Source: an optimization exercise on an open RTL-to-GDS flow (aim: small area). Production flows keep margins and buffers that such runs may drop. Only simulation tests tie the RTL to the original design; equivalence was not proved. Power and IR drop assume default switching activity.

===== design/flow/design.v =====
package wb_regfile_pkg;
   localparam int DSIZE    = 32;
   localparam int ASIZE    = 5;
   localparam int ISIZE    = 32;
   localparam int DEPTH    = 1 << ASIZE;
   localparam int LINK_REG = 31;
   localparam int LINK_INC = 4;
   localparam logic [ASIZE-1:0] LINK_ADDR = LINK_REG;
   typedef enum logic [1:0] {
      WB_ALU,
      WB_MEM,
      WB_LINK
   } wb_sel_e;
   typedef struct packed {
      logic             wen;
      logic [ASIZE-1:0] addr;
      logic [DSIZE-1:0] data;
   } wb_bus_t;
   localparam logic [ISIZE-1:0] LINK_INC_W = LINK_INC;
endpackage
import wb_regfile_pkg::*;
module rf_hold
(
   input  logic sel_n,
   input  logic d_n,
   input  logic q,
   output logic y
);
   assign y = sel_n ? q : !d_n;
endmodule
module rf_aoi3
(
   input  logic [2:0] s,
   input  logic [2:0] d,
   output logic       y_n
);
   assign y_n = ~((s[0] & d[0]) | (s[1] & d[1]) | (s[2] & d[2]));
endmodule
module rf_nand2
(
   input  logic s,
   input  logic d,
   output logic y_n
);
   assign y_n = ~(s & d);
endmodule
module rf_rdbit
(
   input  logic [31:0] s,
   input  logic [31:0] d,
   output logic        y
);
   logic [11:0] n;
   for (genvar g = 0; g < 10; g++) begin : g_aoi3
      rf_aoi3 u (.s(s[3*g +: 3]), .d(d[3*g +: 3]), .y_n(n[g]));
   end
   rf_nand2 u_n30 (.s(s[30]), .d(d[30]), .y_n(n[10]));
   rf_nand2 u_n31 (.s(s[31]), .d(d[31]), .y_n(n[11]));
   assign y = ~&n;
endmodule
module rf_pre2
(
   input  logic [1:0] a,
   input  logic       en,
   output logic [3:0] y
);
   for (genvar j = 0; j < 4; j++) begin : g_y
      assign y[j] = en & (a == 2'(j));
   end
endmodule
module rf_pre3
(
   input  logic [2:0] a,
   output logic [7:0] y
);
   for (genvar j = 0; j < 8; j++) begin : g_y
      assign y[j] = (a == 3'(j));
   end
endmodule
module rf_and3
(
   input  logic a,
   input  logic b,
   input  logic c,
   output logic y
);
   assign y = a & b & c;
endmodule
module rf_setv
(
   input  logic q,
   input  logic set_n,
   output logic y
);
   assign y = q | !set_n;
endmodule
module rf_hit
(
   input  logic [4:0] ra,
   input  logic [4:0] wa,
   input  logic       we,
   output logic       hit
);
   assign hit = we & (ra == wa);
endmodule
module regfile_2r1w
(
   input  logic             clk,
   input  logic             rst,
   input  logic             we,
   input  logic [ASIZE-1:0] waddr,
   input  logic [DSIZE-1:0] wdata,
   input  logic [DSIZE-1:0] wdata_n,
   input  logic [ASIZE-1:0] raddr1,
   input  logic [ASIZE-1:0] raddr2,
   output logic [DSIZE-1:0] rdata1,
   output logic [DSIZE-1:0] rdata2
);
   logic [DEPTH-1:1][DSIZE-1:0] regs;
   logic [DEPTH-1:1][DSIZE-1:0] regs_d;
   logic [DEPTH-1:1]            valid;
   logic [DEPTH-1:1]            valid_d;
   logic [DEPTH-1:1]            wsel_n;
   logic [DEPTH-1:0]            rsel1;
   logic [DEPTH-1:0]            rsel2;
   logic [3:0]                  wlo, rlo1, rlo2;
   logic [7:0]                  whi, rhi1, rhi2;
   logic                        hit1;
   logic                        hit2;
   rf_pre2 u_wlo (.a(waddr[1:0]), .en(we), .y(wlo));
   rf_pre3 u_whi (.a(waddr[4:2]), .y(whi));
   for (genvar i = 1; i < DEPTH; i++) begin : g_reg
      rf_nand2 u_wsel (.s(wlo[i % 4]), .d(whi[i / 4]), .y_n(wsel_n[i]));
      rf_setv  u_setv (.q(valid[i]), .set_n(wsel_n[i]), .y(valid_d[i]));
      for (genvar b = 0; b < DSIZE; b++) begin : g_bit
         rf_hold u_hold (
            .sel_n (wsel_n[i]),
            .d_n   (wdata_n[b]),
            .q     (regs[i][b]),
            .y     (regs_d[i][b])
         );
      end
   end
   always_ff @(posedge clk or negedge rst) begin
      if (!rst)
         valid <= '0;
      else
         valid <= valid_d;
   end
   always_ff @(posedge clk)
      regs <= regs_d;
   rf_hit u_hit1 (.ra(raddr1), .wa(waddr), .we(we), .hit(hit1));
   rf_hit u_hit2 (.ra(raddr2), .wa(waddr), .we(we), .hit(hit2));
   assign rsel1[0] = hit1;
   assign rsel2[0] = hit2;
   rf_pre2 u_rlo1 (.a(raddr1[1:0]), .en(!hit1), .y(rlo1));
   rf_pre3 u_rhi1 (.a(raddr1[4:2]), .y(rhi1));
   rf_pre2 u_rlo2 (.a(raddr2[1:0]), .en(!hit2), .y(rlo2));
   rf_pre3 u_rhi2 (.a(raddr2[4:2]), .y(rhi2));
   for (genvar i = 1; i < DEPTH; i++) begin : g_rsel
      rf_and3 u_rs1 (.a(rlo1[i % 4]), .b(rhi1[i / 4]), .c(valid[i]), .y(rsel1[i]));
      rf_and3 u_rs2 (.a(rlo2[i % 4]), .b(rhi2[i / 4]), .c(valid[i]), .y(rsel2[i]));
   end
   for (genvar b = 0; b < DSIZE; b++) begin : g_rd
      logic [DEPTH-1:0] col;
      assign col[0] = wdata[b];
      for (genvar i = 1; i < DEPTH; i++) begin : g_col
         assign col[i] = regs[i][b];
      end
      rf_rdbit u_rd1 (.s(rsel1), .d(col), .y(rdata1[b]));
      rf_rdbit u_rd2 (.s(rsel2), .d(col), .y(rdata2[b]));
   end
endmodule
import wb_regfile_pkg::*;
module wb_ha
(
   input  logic a,
   input  logic b,
   output logic s,
   output logic co
);
   assign {co, s} = a + b;
endmodule
module wb_inc_slice #(parameter int N = 8)
(
   input  logic [N-1:0] a,
   input  logic         ci,
   output logic [N-1:0] y
);
   logic [N:0] c;
   assign c[0] = ci;
   for (genvar i = 0; i < N; i++) begin : g_ha
      wb_ha u_ha (.a(a[i]), .b(c[i]), .s(y[i]), .co(c[i+1]));
   end
endmodule
module wb_regfile
(
   input  logic             clk,
   input  logic             rst,
   input  logic             wen_in,
   input  logic [DSIZE-1:0] w_data_in,
   input  logic [ASIZE-1:0] w_addr_in,
   input  logic [ISIZE-1:0] PC_in,
   input  logic             jal_in,
   input  logic             MemtoReg_in,
   input  logic [DSIZE-1:0] readMem_in,
   input  logic [ASIZE-1:0] raddr1,
   input  logic [ASIZE-1:0] raddr2,
   output logic [DSIZE-1:0] rdata1,
   output logic [DSIZE-1:0] rdata2,
   output logic             wb_wen,
   output logic [ASIZE-1:0] wb_addr,
   output logic [DSIZE-1:0] wb_data,
   output logic [31:0]      commit_cnt
);
   logic [DSIZE-1:0] link;
   logic [DSIZE-1:0] wb_data_n;
   logic [2:0]       wsel;
   logic [3:0]       pc_all;
   logic [31:0]      commit_q;
   logic [31:0]      commit_d;
   logic [3:0]       cnt_all;
   assign link[1:0] = PC_in[1:0];
   assign pc_all[0] = 1'b1;
   for (genvar k = 0; k < 4; k++) begin : g_link
      localparam int LO = 2 + 8 * k;
      localparam int N  = (k == 3) ? 6 : 8;
      if (k < 3)
         assign pc_all[k+1] = pc_all[k] & (&PC_in[LO +: N]);
      wb_inc_slice #(.N(N)) u_inc (.a(PC_in[LO +: N]), .ci(pc_all[k]), .y(link[LO +: N]));
   end
   assign wsel[0] = jal_in;
   assign wsel[1] = !jal_in && MemtoReg_in;
   assign wsel[2] = !jal_in && !MemtoReg_in;
   for (genvar b = 0; b < DSIZE; b++) begin : g_wb
      rf_aoi3 u_sel (
         .s   (wsel),
         .d   ({w_data_in[b], readMem_in[b], link[b]}),
         .y_n (wb_data_n[b])
      );
   end
   assign wb_data = ~wb_data_n;
   assign wb_addr = jal_in ? LINK_ADDR : w_addr_in;
   assign wb_wen  = jal_in || (wen_in && w_addr_in != '0);
   assign cnt_all[0] = 1'b1;
   for (genvar k = 0; k < 4; k++) begin : g_cnt
      if (k < 3)
         assign cnt_all[k+1] = cnt_all[k] & (&commit_q[8*k +: 8]);
      wb_inc_slice #(.N(8)) u_inc (
         .a  (commit_q[8*k +: 8]),
         .ci (wb_wen && cnt_all[k]),
         .y  (commit_d[8*k +: 8])
      );
   end
   always_ff @(posedge clk or negedge rst) begin
      if (!rst)
         commit_q <= '0;
      else
         commit_q <= commit_d;
   end
   regfile_2r1w u_rf (
      .clk     (clk),
      .rst     (rst),
      .we      (wb_wen),
      .waddr   (wb_addr),
      .wdata   (wb_data),
      .wdata_n (wb_data_n),
      .raddr1  (raddr1),
      .raddr2  (raddr2),
      .rdata1  (rdata1),
      .rdata2  (rdata2)
   );
   assign commit_cnt = commit_q;
endmodule

===== design/flow/flow/run.sh =====
#!/bin/bash
# The standard layout (standard.sh: the standard flow's own synthesis and ORFS
# steps, unchanged), with two knobs that only ORFS variables reach:
#  - port buffers use the smallest buffer cell instead of a delay cell;
#  - clock tree: sink clusters of at most 16 flip-flops within 60 um,
#    clkbuf_8 buffers and no dummy loads (CTS still balances the tree).
# ORFS's own logs stay under orfs/logs; make's output goes to
# flow_make.log here.
set -euo pipefail
bash standard.sh \
   "BUFFER_PORTS_ARGS=-buffer_cell sky130_fd_sc_hd__buf_1" \
   "CTS_ARGS=-sink_clustering_enable -repair_clock_nets -dont_use_dummy_load -sink_clustering_size 16 -sink_clustering_max_diameter 60 -buf_list {sky130_fd_sc_hd__clkbuf_8}" \
   finish > flow_make.log 2>&1

===== design/flow/standard.sh =====
#!/bin/bash
# synth_recipe.tcl (not shown) runs the flow's synth.tcl, then flattens the netlist and writes it again
# the make line also repeats each setting of config.mk as NAME=value (left out here)
make -C /OpenROAD-flow-scripts/flow DESIGN_CONFIG=/design/flow/config.mk WORK_HOME=/design/flow/orfs CLKGATE_MAP_FILE= SYNTH_SCRIPT=/design/flow/synth_recipe.tcl "${@:-finish}"

===== design/flow/config.mk =====
export PLATFORM = sky130hd
export DESIGN_NAME = wb_regfile
export DESIGN_NICKNAME = wb_regfile
export VERILOG_FILES = /design/flow/design.v
export SDC_FILE = /design/flow/constraint.sdc
export NUM_CORES = 4
export LEC_CHECK = 0
export CAP_MARGIN = 10
export CORE_MARGIN = 2
export CORE_UTILIZATION = 65
export SLEW_MARGIN = 10
export SYNTH_HIERARCHICAL = 1

===== design/flow/constraint.sdc =====
create_clock -name core_clock -period 9.0 [get_ports {clk}]
set_input_delay 1.8000 -clock core_clock [delete_from_list [all_inputs] [get_ports {clk}]]
set_output_delay 1.8000 -clock core_clock [all_outputs]
set_load 0.01 [all_outputs]

==> impl_metrics.tcl, run 1 <==
set metrics [dict create \
    synth_common_cells "nand2_1 (1151), dfxtp_1 (992), o21ai_1 (992)" \
    intPower_w 0.00680 \
    ys_types 28 \
    p_clk_frac 0.230 \
    cts_tree "yes" \
    synthFlopType "dfxtp_1" \
    hold_path_class "reg2reg" \
    drt-met1-wl_mm 56.6 \
    routabilityCongestion 0.967 \
    yosysTopAreaCellShare 0.483 \
    dieArea_mm2 0.0653 \
    seq_power_share 0.630 \
    nFillCells 5150 \
    via_per_inst 7.45 \
    path_class "in2out" \
    synth.area.top_cells "dfxtp_1 (48%), a222oi_1 (16%), o21ai_1 (12%)" \
    rsz0062_at_grt "false" \
    cp-startpoint "jal_in" \
    routed_wirelength_mm 167 \
    syn_avg_cell_area_um2 9.36 \
    root_buffer "clkbuf_8" \
    post_cts_buffers 0 \
    cts.sink_count 1055 \
    overflow 0 \
    cp_cell_sequence "buf_1 > or2_2 > xor2_1 > nor4_1 > and3_1 > inv_1 > and3b_1 > and3_1 > buf_4 > a222oi_1 > nand4_1 > or3_1 > buf_1" \
    worst_path_max_delay_cell "nand4_1" \
    path_max_fanout 18 \
    fin_setup_tns_ns 0 \
    routedWlPerCell_um 29.4 \
    ys_seq_area_frac 0.521 \
    layout_min_cycle_time_ns 8.17 \
    cts_inserted_buffers 77 \
    vias 42200 \
    crit_path_max_incr_delay_ns 0.78 \
    crit_path_end "rdata1[6]" \
    area_growth_pct 9.53 \
    syn_inst 4397 \
    highest_layer "met5" \
    initial_utilization 0.655 \
    fmax_mhz 122 \
    async_flop_share 0.0597 \
    powerDensity_mw_per_mm2 217 \
    hpwl_mm 93.5 \
    htreeDepth 3 \
    status "no timing/DRC/antenna violations" \
    route.met3.wl_mm 25.5 \
    grt_first_pass_wirelength_mm 242 \
    yosysTopAreaCell "dfxtp_1" \
    ys_ff_latch 1055 \
    clk_pin_slew_ns 0.10 \
    leakage_nw 17.0 \
    regToRegEndpoint "commit_q[31]$_DFF_PN0_" \
    fin_crit_sh 0.908 \
    grt_usage 0.488 \
    row_count 92 \
    required_ns 7.20 \
    r2r_cells 11 \
    cp-end-kind "primary output" \
    synth.most_common_cell "nand2_1" \
    die_x_um 256 \
    setup_violations 0 \
    drc 0 \
    cts_resized 0 \
    synth_nets 4575 \
    core_area_mm2 0.0629 \
    max_cap_viol_count 0 \
    hold_violations 0 \
    die_h_um 256 \
    fin_skew_ns 0.0222 \
    grt_max_degree 66 \
    holdBufCountCts 0 \
    r2r_slack_ns 6.52 \
    power_switching_share 0.305 \
    cp.arrival_ns 6.37 \
    switchingPower_w 0.00299 \
    maxSlewViolCount 0 \
    maxSlewHeadroom 0.0980 \
    ir_drop_v 0.000175 \
    drive_above_1_share 0.0564 \
    timing.critical_path.from_type "input pin" \
    worst_pin_slew_ns 1.35 \
    final_antenna_net_count 0 \
    syn_area_mm2 0.0411 \
    insertion_delay_ns 0.72 \
    ys_warn_count 8 \
    wl_met2_mm 70.6 \
    whs_ns 0.467 \
    combPwrFrac 0.140 \
    synth_edf_count 0 \
    io_pins 250 \
    clock_path_buffers 3 \
    drtIter0Drc 10400 \
    grt_pass1_vias 39600 \
    final_nets 4999 \
    io_buffers 249 \
    grt_antenna_before_repair 9 \
    first_pass_iters 22 \
    r2r-start "commit_q[2]$_DFF_PN0_" \
]
## final cells by class
type,instances,area [um2],share of cell area
timing repair buffer,345,1660,0.0368
sequential,1055,21400,0.476
antenna,2,5.00,0.000111
inverter,34,128,0.00283
tap,846,1060,0.0235
multi-input combinational,3308,19700,0.438
clock buffer,77,1060,0.0235
## kinds of logic after synthesis
kind of cell	count (synthesis)	share of synthesized area
AND/OR/NAND/NOR	1570	0.170
buffers and inverters	34	0.00310
flip-flops	1055	0.521
XOR/XNOR	10	0.00213
adder cells (fa/ha/maj)	62	0.0189
other	1	0.0000911
AO/OA/AOI/OAI	1665	0.284
## worst min-delay path by stage
stage / startpoint / to / slack [ns] / depth (start not counted)
2_1_floorplan: u_rf.regs[0]$_DFF_P_ / u_rf.regs[0]$_DFF_P_ / 0.44 / 2
3_3_place_gp: u_rf.regs[593]$_DFF_P_ / u_rf.regs[593]$_DFF_P_ / 0.45 / 2
3_5_place_dp: u_rf.regs[966]$_DFF_P_ / u_rf.regs[966]$_DFF_P_ / 0.45 / 2
4_1_cts: u_rf.regs[966]$_DFF_P_ / u_rf.regs[966]$_DFF_P_ / 0.47 / 2
5_1_grt: u_rf.regs[588]$_DFF_P_ / u_rf.regs[588]$_DFF_P_ / 0.48 / 2
6_report: u_rf.regs[288]$_DFF_P_ / u_rf.regs[288]$_DFF_P_ / 0.47 / 2
## layout by cell type (no fill, tap or decap), drive strengths merged, types with 34 or more instances in the layout
| cell | count |
|---|---|
| a222oi | 672 |
| clkbuf | 78 |
| buf | 344 |
| nand4 | 204 |
| ha | 62 |
| or3 | 64 |
| nand2 | 1151 |
| o21ai | 992 |
| and3 | 71 |
| dfrtp | 63 |
| inv | 34 |
| dfxtp | 992 |
## modules after synthesis (local to each module, per instance), excerpt
| module | cells inside | area (um2) | copies in the design |
|---|---|---|---|
| regfile_2r1w | 1025 | 20600 | 1 |
| rf_rdbit | 4 | 25.0 | 64 |
| rf_pre2 | 4 | 37.5 | 3 |
| wb_ha | 1 | 12.5 | 62 |
| rf_and3 | 1 | 6.26 | 62 |
| rf_aoi3 | 1 | 10.0 | 672 |
| rf_setv | 1 | 6.26 | 31 |
## power by group through the flow
stage          logic, W  registers [W]  clock network [W]
4_1_cts         0.00132        0.00613            0.00225
3_3_place_gp    0.00126        0.00619                  0
5_1_grt         0.00152        0.00626            0.00241
6_report        0.00137        0.00617            0.00225
2_1_floorplan  0.000889        0.00608                  0
3_5_place_dp    0.00132        0.00623                  0
## state kept, by name, summed over array words and instances, names as in the netlist
register and count:
commit_q 32, u_rf.regs 992, u_rf.valid 31
## stage by stage
step	area, um2	cells	util	power (W)	setup slack, ns
global placement	44000	5588	0.700	0.00745	1.49
finish	45100	5667	0.717	0.00979	0.825
floorplan	41100	4397	-	0.00697	0.505
detailed placement	44000	5588	0.700	0.00755	1.43
CTS	45100	5665	0.717	0.00970	1.40
global route	45100	5666	0.717	0.0102	0.784
## worst max-delay path, delay by kind of cell
kind	cells	cell delay, ns
buffers and inverters	4	0.74
XOR/XNOR	1	0.19
AO/OA/AOI/OAI	1	0.44
AND/OR/NAND/NOR	7	3.16
## layer usage
metal,track usage,up-vias
met1,0.591,19000
met4,0.344,6
li1,-,18700
met3,0.158,973
met5,0.00219,-
met2,0.737,3515
==> inputs of run 2 (changes only) <==
--- a/design/flow/design.v
+++ b/design/flow/design.v
@@ -221,10 +221,11 @@
    logic [31:0]      commit_d;
    logic [3:0]       cnt_all;
    assign link[1:0] = PC_in[1:0];
-   assign pc_all[0] = 1'b1;
+   assign link[2]   = !PC_in[2];
+   assign pc_all[0] = PC_in[2];
    for (genvar k = 0; k < 4; k++) begin : g_link
-      localparam int LO = 2 + 8 * k;
-      localparam int N  = (k == 3) ? 6 : 8;
+      localparam int LO = 3 + 8 * k;
+      localparam int N  = (k == 3) ? 5 : 8;
       if (k < 3)
          assign pc_all[k+1] = pc_all[k] & (&PC_in[LO +: N]);
       wb_inc_slice #(.N(N)) u_inc (.a(PC_in[LO +: N]), .ci(pc_all[k]), .y(link[LO +: N]));
--- a/design/flow/config.mk
+++ b/design/flow/config.mk
@@ -7,6 +7,6 @@
 export LEC_CHECK = 0
 export CAP_MARGIN = 10
 export CORE_MARGIN = 2
-export CORE_UTILIZATION = 65
+export CORE_UTILIZATION = 60
 export SLEW_MARGIN = 10
 export SYNTH_HIERARCHICAL = 1
==> run 2 against run 1 <==
  * Combinational power barely moved
  * Non-clock buffer count fell by 22
  * Critical endpoint is now rdata2[26]
  * Count of clock-buffer cells in the layout grew 4
  * Still clean
  * Highest routed layer unchanged
  * Maximum frequency up 4.0%
==> impl_metrics.tcl, run 2 <==
set metrics [dict create \
    routed_wirelength_mm 172 \
    largest_reg_flops 992 \
    routedWlPerCell_um 30.2 \
    cp.arrival_ns 6.06 \
    hold_violations 0 \
    worst_pin_slew_ns 1.35 \
    post-place-ws_ns 1.17 \
    final_antenna_net_count 0 \
    required_ns 7.20 \
    io_pins 250 \
    holdBufCountCts 0 \
    final_common_cell "nand2_1" \
    setup_violations 0 \
    hpwl_mm 95.5 \
    insertion_delay_ns 0.73 \
    seq_power_share 0.625 \
    routabilityCongestion 0.939 \
    synth.most_common_cell "nand2_1" \
    yosysTopAreaCellShare 0.483 \
    grt_first_pass_wirelength_mm 246 \
    intPower_w 0.00684 \
    final_cell_mix "nand2_1 (1121), o21ai_1 (992), dfxtp_1 (992)" \
    synth.area.top_cells "dfxtp_1 (48%), a222oi_1 (16%), o21ai_1 (12%)" \
    maxSlewViolCount 0 \
    cts.sink_count 1055 \
    dieArea_mm2 0.0707 \
    max_cap_viol_count 0 \
    fmax_mhz 127 \
    syn_area_mm2 0.0411 \
    worstPathBufferInverterCount 5 \
    critPathTopFamily "simple AND/OR/NAND/NOR gates" \
    clock_path_buffers 3 \
    grt_antenna_before_repair 7 \
    grt_usage 0.467 \
    die_x_um 266 \
    vias 41800 \
    syn_avg_cell_area_um2 9.35 \
    multi_input_comb_area_mm2 0.0197 \
    synth_common_cells "nand2_1 (1152), dfxtp_1 (992), o21ai_1 (992)" \
    fin_setup_tns_ns 0 \
    drive_above_1_share 0.0579 \
    leakage_nw 16.9 \
    overflow 0 \
    fin_crit_sh 0.873 \
    ir_drop_v 0.000167 \
    io_buffers 249 \
    drtIter0Drc 8913 \
    final_core_util 0.660 \
    area_growth_pct 9.48 \
    worst_path_max_delay_cell "or3_1" \
    reg_top3 "u_rf.regs: 992 flops, commit_q: 32 flops, u_rf.valid: 31 flops" \
    cts_tree "yes" \
    synthFlopType "dfxtp_1" \
    grt_max_degree 66 \
    finalWorstSetupSlack_ns 1.14 \
    nFillCells 5905 \
    via_per_inst 7.35 \
    maxSlewHeadroom 0.101 \
    synth_edf_count 0 \
    ys_seq_area_frac 0.521 \
    clk_pin_slew_ns 0.08 \
    path_max_fanout 32 \
    htreeDepth 3 \
    drc 0 \
    grt_pass1_vias 38800 \
    syn_inst 4398 \
    row_count 96 \
    first_pass_iters 13 \
    ys_warn_count 8 \
    layout_min_cycle_time_ns 7.86 \
    path_class "in2out" \
    post_cts_buffers 0 \
    crit_path_max_incr_delay_ns 0.48 \
    initial_utilization 0.603 \
    async_flop_share 0.0597 \
    die_h_um 266 \
    fin_skew_ns 0.0274 \
    synth_nets 4575 \
    p_clk_frac 0.235 \
    power_switching_share 0.305 \
    root_buffer "clkbuf_8" \
    cp_cell_sequence "buf_1 > nand2_1 > or3_1 > nor3_1 > buf_4 > ha_1 > ha_1 > ha_1 > ha_1 > ha_1 > ha_1 > ha_1 > ha_1 > a222oi_1 > buf_4 > inv_1 > a222oi_1 > nand4_1 > or3_1 > buf_1" \
    regMostFlops "u_rf.regs" \
    rsz0062_at_grt "false" \
    path_common_cell "ha_1" \
    hold_path_class "reg2reg" \
    cts_resized 0 \
    combPwrFrac 0.140 \
    status "no timing/DRC/antenna violations" \
    cp-end-kind "primary output" \
    final_nets 4981 \
    seq_area_mm2 0.0214 \
    ys_ff_latch 1055 \
    core_area_mm2 0.0682 \
    yosysTopAreaCell "dfxtp_1" \
    ys_types 29 \
    switchingPower_w 0.00300 \
    powerDensity_mw_per_mm2 218 \
    timing.critical_path.from_type "input pin" \
    cts_inserted_buffers 81 \
]
## run 2: changes by cell type in the layout (fill, tap and decap cells not counted), sizes merged, moves of 2 or more
cell,delta
diode,+4
inv,+2
buf,-23
clkbuf,+5
## run 2: worst min-delay path, delay by kind of cell, from the launching register on
kind	cells	cell delay (ns)
AOI/OAI and AO/OA	1	0.05
DFF	1	0.32
and+or+nand+nor	1	0.05
## run 2: stage by stage
step / cells / hold WS (ns) / total power (W) / instance area [um2]
floorplan: 4398 / 0.441 / 0.00697 / 41100
global placement: 5603 / 0.448 / 0.00747 / 43900
detailed placement: 5603 / 0.454 / 0.00756 / 43900
CTS: 5684 / 0.466 / 0.00976 / 45000
global route: 5686 / 0.482 / 0.0102 / 45000
finish: 5690 / 0.465 / 0.00983 / 45000
## run 2: final cells by class
type / instances / share of cell area
inverter: 36 / 0.00300
sequential: 1055 / 0.476
timing repair buffer: 323 / 0.0331
multi-input combinational: 3307 / 0.438
antenna: 6 / 0.000333
clock buffer: 81 / 0.0248
tap: 882 / 0.0245
## run 2: power by group through the flow
stage	clock network, W	registers, W	logic (W)
after detailed placement	0	0.00621	0.00134
after floorplan	0	0.00608	0.000889
after global placement	0	0.00618	0.00129
after global routing	0.00248	0.00624	0.00153
after CTS	0.00231	0.00611	0.00134
final	0.00231	0.00614	0.00138
## run 2: path summary, 6_finish.rpt
check | startpoint | to | slack, ns | cells past startpoint
max in group asynchronous | rst | u_rf.valid[1]$_DFF_PN0_ | 7.21 | 2
min in group asynchronous | rst | commit_q[22]$_DFF_PN0_ | 1.24 | 2
worst max register to register | commit_q[3]$_DFF_PN0_ | commit_q[23]$_DFF_PN0_ | 6.56 | 11
worst max-delay path | PC_in[2] | rdata2[26] | 1.14 | 20
worst min-delay path | u_rf.regs[307]$_DFF_P_ | u_rf.regs[307]$_DFF_P_ | 0.46 | 2
worst min register to register | u_rf.regs[307]$_DFF_P_ | u_rf.regs[307]$_DFF_P_ | 0.46 | 2
## run 2: logic make-up (layout without fill, tap and decap cells)
family          after synthesis  count (layout)  synth area share
compound gates             1665            1665             0.284
simple gates               1571            1571             0.171
flops                      1055            1055             0.521
fa+ha+maj                    61              61            0.0186
buf+inv                      36             440           0.00328
xor+xnor                     10              10           0.00213
other cells                   0               6                 0
## run 2: routing by layer
| layer | wire [um] | up-vias | share of wire | track usage |
|---|---|---|---|---|
| li1 | - | 18700 | - | - |
| met1 | 59800 | 18900 | 0.35 | 0.582 |
| met2 | 70800 | 3353 | 0.41 | 0.681 |
| met3 | 26200 | 904 | 0.15 | 0.146 |
| met4 | 14800 | 4 | 0.086 | 0.339 |
| met5 | 27 | - | 0.00016 | 0.00485 |
## run 2: modules after synthesis (local to each module, per instance), a selection
module	times used	area (um2)
wb_regfile	1	1120
rf_pre3	3	65.1
rf_pre2	3	37.5
wb_ha	61	12.5
rf_hold	992	8.76
rf_and3	62	6.26
rf_nand2	159	3.75
==> inputs of run 3 (changes only) <==
--- a/design/flow/design.v
+++ b/design/flow/design.v
@@ -221,11 +221,10 @@
    logic [31:0]      commit_d;
    logic [3:0]       cnt_all;
    assign link[1:0] = PC_in[1:0];
-   assign link[2]   = !PC_in[2];
-   assign pc_all[0] = PC_in[2];
+   assign pc_all[0] = 1'b1;
    for (genvar k = 0; k < 4; k++) begin : g_link
-      localparam int LO = 3 + 8 * k;
-      localparam int N  = (k == 3) ? 5 : 8;
+      localparam int LO = 2 + 8 * k;
+      localparam int N  = (k == 3) ? 6 : 8;
       if (k < 3)
          assign pc_all[k+1] = pc_all[k] & (&PC_in[LO +: N]);
       wb_inc_slice #(.N(N)) u_inc (.a(PC_in[LO +: N]), .ci(pc_all[k]), .y(link[LO +: N]));
==> design/flow/flow/run.sh (replaced) <==
#!/bin/bash
# The standard layout (standard.sh: the standard flow's own synthesis and ORFS
# steps, unchanged), with two knobs that only ORFS variables reach:
#  - port buffers use the smallest buffer cell instead of a delay cell;
#  - clock tree: sink clusters of at most 12 flip-flops within 50 um,
#    clkbuf_8 buffers and no dummy loads (CTS still balances the tree).
# ORFS's own logs stay under orfs/logs; make's output goes to
# flow_make.log here.
set -euo pipefail
bash standard.sh \
   "BUFFER_PORTS_ARGS=-buffer_cell sky130_fd_sc_hd__buf_1" \
   "CTS_ARGS=-sink_clustering_enable -repair_clock_nets -dont_use_dummy_load -sink_clustering_size 12 -sink_clustering_max_diameter 50 -buf_list {sky130_fd_sc_hd__clkbuf_8}" \
   finish > flow_make.log 2>&1
==> design/flow/config.mk (replaced) <==
export PLATFORM = sky130hd
export DESIGN_NAME = wb_regfile
export DESIGN_NICKNAME = wb_regfile
export VERILOG_FILES = /design/flow/design.v
export SDC_FILE = /design/flow/constraint.sdc
export NUM_CORES = 4
export LEC_CHECK = 0
export CAP_MARGIN = 20
export CORE_MARGIN = 2
export CORE_UTILIZATION = 65
export SLEW_MARGIN = 20
export SYNTH_HIERARCHICAL = 1
==> run 3 against run 2 <==
  * Global-route usage increased by 2.2 points
  * Wire length decreased by 3.0%
  * Highest routed layer unchanged
  * Largest power group unchanged
  * Die area decreased by 7.6%
  * Final cell count increased by 0.21%
  * First-iteration DRC count increased by 14%
  * Register-to-register slack got worse by 0.04 ns
  * Sequential share of layout area decreased by 0.50 points
==> impl_metrics.tcl, run 3 <==
set metrics [dict create \
    routed_wirelength_mm 167 \
    synth_common_cells "nand2_1 (1151), dfxtp_1 (992), o21ai_1 (992)" \
    clock_path_buffers 3 \
    final_antenna_net_count 0 \
    die_h_um 256 \
    hold_violations 0 \
    worstPathBufferInverterCount 4 \
    drc 0 \
    hold_path_class "reg2reg" \
    clk_pin_slew_ns 0.06 \
    cp_cell_sequence "buf_1 > or2_2 > xor2_1 > nor4_1 > and3_1 > inv_1 > and3b_1 > and3_1 > buf_4 > a222oi_1 > nand4_1 > or3_1 > buf_1" \
    io_buffers 249 \
    status "no timing/DRC/antenna violations" \
    final_cell_mix "nand2_1 (1120), o21ai_1 (992), dfxtp_1 (992)" \
    worst_pin_slew_ns 1.31 \
    io_pins 250 \
    root_buffer "clkbuf_8" \
    finalWorstSetupSlack_ns 1.08 \
    ys_warn_count 8 \
    dieArea_mm2 0.0653 \
    vias 42600 \
    fin_setup_tns_ns 0 \
    path_class "in2out" \
    routedWlPerCell_um 29.2 \
    syn_inst 4397 \
    nFillCells 5069 \
    grt_max_degree 66 \
    cts_inserted_buffers 107 \
    powerDensity_mw_per_mm2 223 \
    htreeDepth 3 \
    r2r_slack_ns 6.52 \
    ys_seq_area_frac 0.521 \
    place_area_mm2 0.0440 \
    layout_min_cycle_time_ns 7.92 \
    yosysTopAreaCellShare 0.483 \
    timing.critical_path.from_type "input pin" \
    synth.area.top_cells "dfxtp_1 (48%), a222oi_1 (16%), o21ai_1 (12%)" \
    finalInstanceArea_mm2 0.0455 \
    synth.most_common_cell "nand2_1" \
    insertion_delay_ns 0.75 \
    routabilityCongestion 0.967 \
    post-place-ws_ns 1.43 \
    cts.sink_count 1055 \
    initial_utilization 0.655 \
    final_nets 5030 \
    worst_path_max_delay_cell "nand4_1" \
    ys_ff_latch 1055 \
    setup_violations 0 \
    reg_top3 "u_rf.regs: 992 flops, commit_q: 32 flops, u_rf.valid: 31 flops" \
    cp-end-kind "primary output" \
    yosysTopAreaCell "dfxtp_1" \
    synthFlopType "dfxtp_1" \
    overflow 0 \
    first_pass_iters 17 \
    grt_usage 0.489 \
    core_area_mm2 0.0629 \
    fmax_mhz 126 \
    fin_crit_sh 0.881 \
    crit_path_max_incr_delay_ns 0.64 \
    ir_drop_v 0.000176 \
    post_cts_buffers 0 \
    hpwl_mm 93.5 \
    syn_avg_cell_area_um2 9.36 \
    cp.arrival_ns 6.12 \
    max_cap_viol_count 0 \
    grt_antenna_before_repair 9 \
    via_per_inst 7.47 \
    leakage_nw 17.2 \
    rsz0062_at_grt "false" \
    async_flop_share 0.0597 \
    required_ns 7.20 \
    final_common_cell "nand2_1" \
    drive_above_1_share 0.0623 \
    fin_skew_ns 0.00437 \
    regMostFlops "u_rf.regs" \
    drtIter0Drc 10100 \
    holdBufCountCts 0 \
    cts_resized 0 \
    critPathTopFamily "simple AND/OR/NAND/NOR gates" \
    synth_nets 4575 \
    cts_tree "yes" \
    grt_pass1_vias 39800 \
    maxSlewViolCount 0 \
    die_x_um 256 \
    path_max_fanout 17 \
    synth_edf_count 0 \
    syn_area_mm2 0.0411 \
    grt_first_pass_wirelength_mm 243 \
    maxSlewHeadroom 0.126 \
    largest_reg_flops 992 \
    area_growth_pct 10.6 \
    ys_types 28 \
    row_count 92 \
]
[run 3: metal layers]
metal / global-route usage / wire length (um) / vias to the layer above
met1: 0.589 / 56000 / 19200
met2: 0.736 / 69900 / 3660
li1: - / - / 18700
met4: 0.355 / 14900 / 4
met3: 0.160 / 25700 / 1038
met5: 0.00146 / 26 / -
[run 3: stage by stage]
stage	power [W]	util	std cells	hold slack [ns]
2_1_floorplan	0.00697	-	4397	0.441
3_3_place_gp	0.00745	0.700	5588	0.447
3_5_place_dp	0.00755	0.700	5588	0.455
4_1_cts	0.0101	0.723	5695	0.464
5_1_grt	0.0106	0.724	5697	0.480
6_report	0.0102	0.724	5702	0.465
[run 3: per-module statistics from Yosys (local to each module, per instance), excerpt]
module    cells  cell area, um2
rf_aoi3       1            10.0
rf_and3       1            6.26
rf_hold       2            8.76
rf_setv       1            6.26
rf_rdbit      4            25.0
rf_pre2       4            37.5
[run 3: cells by family (layout without fill, tap and decap cells)]
kind of cell / Yosys count / count (layout) / share of synthesized area
compound gates: 1665 / 1665 / 0.284
simple gates: 1570 / 1570 / 0.170
flops: 1055 / 1055 / 0.521
other cells: 1 / 7 / 0.0000911
xor+xnor: 10 / 10 / 0.00213
buf+inv: 34 / 487 / 0.00310
fa+ha+maj: 62 / 62 / 0.0189
[run 3: final cells by class]
cell class	count	area, um2	area share
antenna	6	15.0	0.000330
timing repair buffer	346	1680	0.0368
clock buffer	107	1470	0.0323
inverter	34	128	0.00280
multi-input combinational	3308	19700	0.434
tap	846	1060	0.0233
sequential	1055	21400	0.471
[run 3: final timing paths]
kind                                       endpoint                   start  cells after the start
hold reg to reg              u_rf.regs[775]$_DFF_P_  u_rf.regs[775]$_DFF_P_                      2
max in group asynchronous  u_rf.valid[10]$_DFF_PN0_                     rst                      2
setup / recovery                          rdata2[3]                  jal_in                     13
setup reg to reg             commit_q[31]$_DFF_PN0_   commit_q[2]$_DFF_PN0_                     11
min in group asynchronous    commit_q[25]$_DFF_PN0_                     rst                      2
hold / removal               u_rf.regs[775]$_DFF_P_  u_rf.regs[775]$_DFF_P_                      2
[run 3: power breakdown]
group / leakage (nW) / switching [W] / internal, W / total [W]
sequential: 8.98 / 0.000647 / 0.00552 / 0.00617
clock: 0.769 / 0.00156 / 0.00105 / 0.00262
combinational: 7.48 / 0.000859 / 0.000510 / 0.00137
[run 3: worst register-to-register path: stages (launching register included)]
cell	delay, ns
dfrtp_1	0.41
nand4_1	0.11
nor2_1	0.09
and4_1	0.20
ha_1	0.19
ha_1	0.19
ha_1	0.18
ha_1	0.18
ha_1	0.18
ha_1	0.19
ha_1	0.19
ha_1	0.26

==> what the ideal ports hide <==
The results above use ideal ports. As a check the final layouts listed here were re-extracted and re-timed, cells and wires unchanged.
Step 1: set_driving_cell puts a clkbuf_16 on clk and a buf_2 on each other input, an assumption about the parent block.
Step 2 adds t to the input delays and takes it off the output delays; t is the mean of the earliest and latest rising clock arrival at the registers after step 1. Input paths then give back, and output paths get back, about the clock's delay inside the block.
Slacks: no drivers / after step 1 / after step 2; pairs: no drivers / after step 1.
run	t, ns	slack for setup (ns)	worst hold slack (ns)	worst setup path after step 2
run 1	0.780	0.825 / 0.761 / 0.761	0.467 / 0.467 / 0.467	input to output
run 2	0.795	1.140 / 1.110 / 1.110	0.465 / 0.465 / 0.465	input to output
run 3	0.801	1.075 / 1.017 / 1.017	0.465 / 0.465 / 0.465	input to output
After both steps every run listed still meets setup and hold. The setup slack of run 1, which loses most, moves by -0.064 ns with the drivers and by -0.064 ns with both steps.
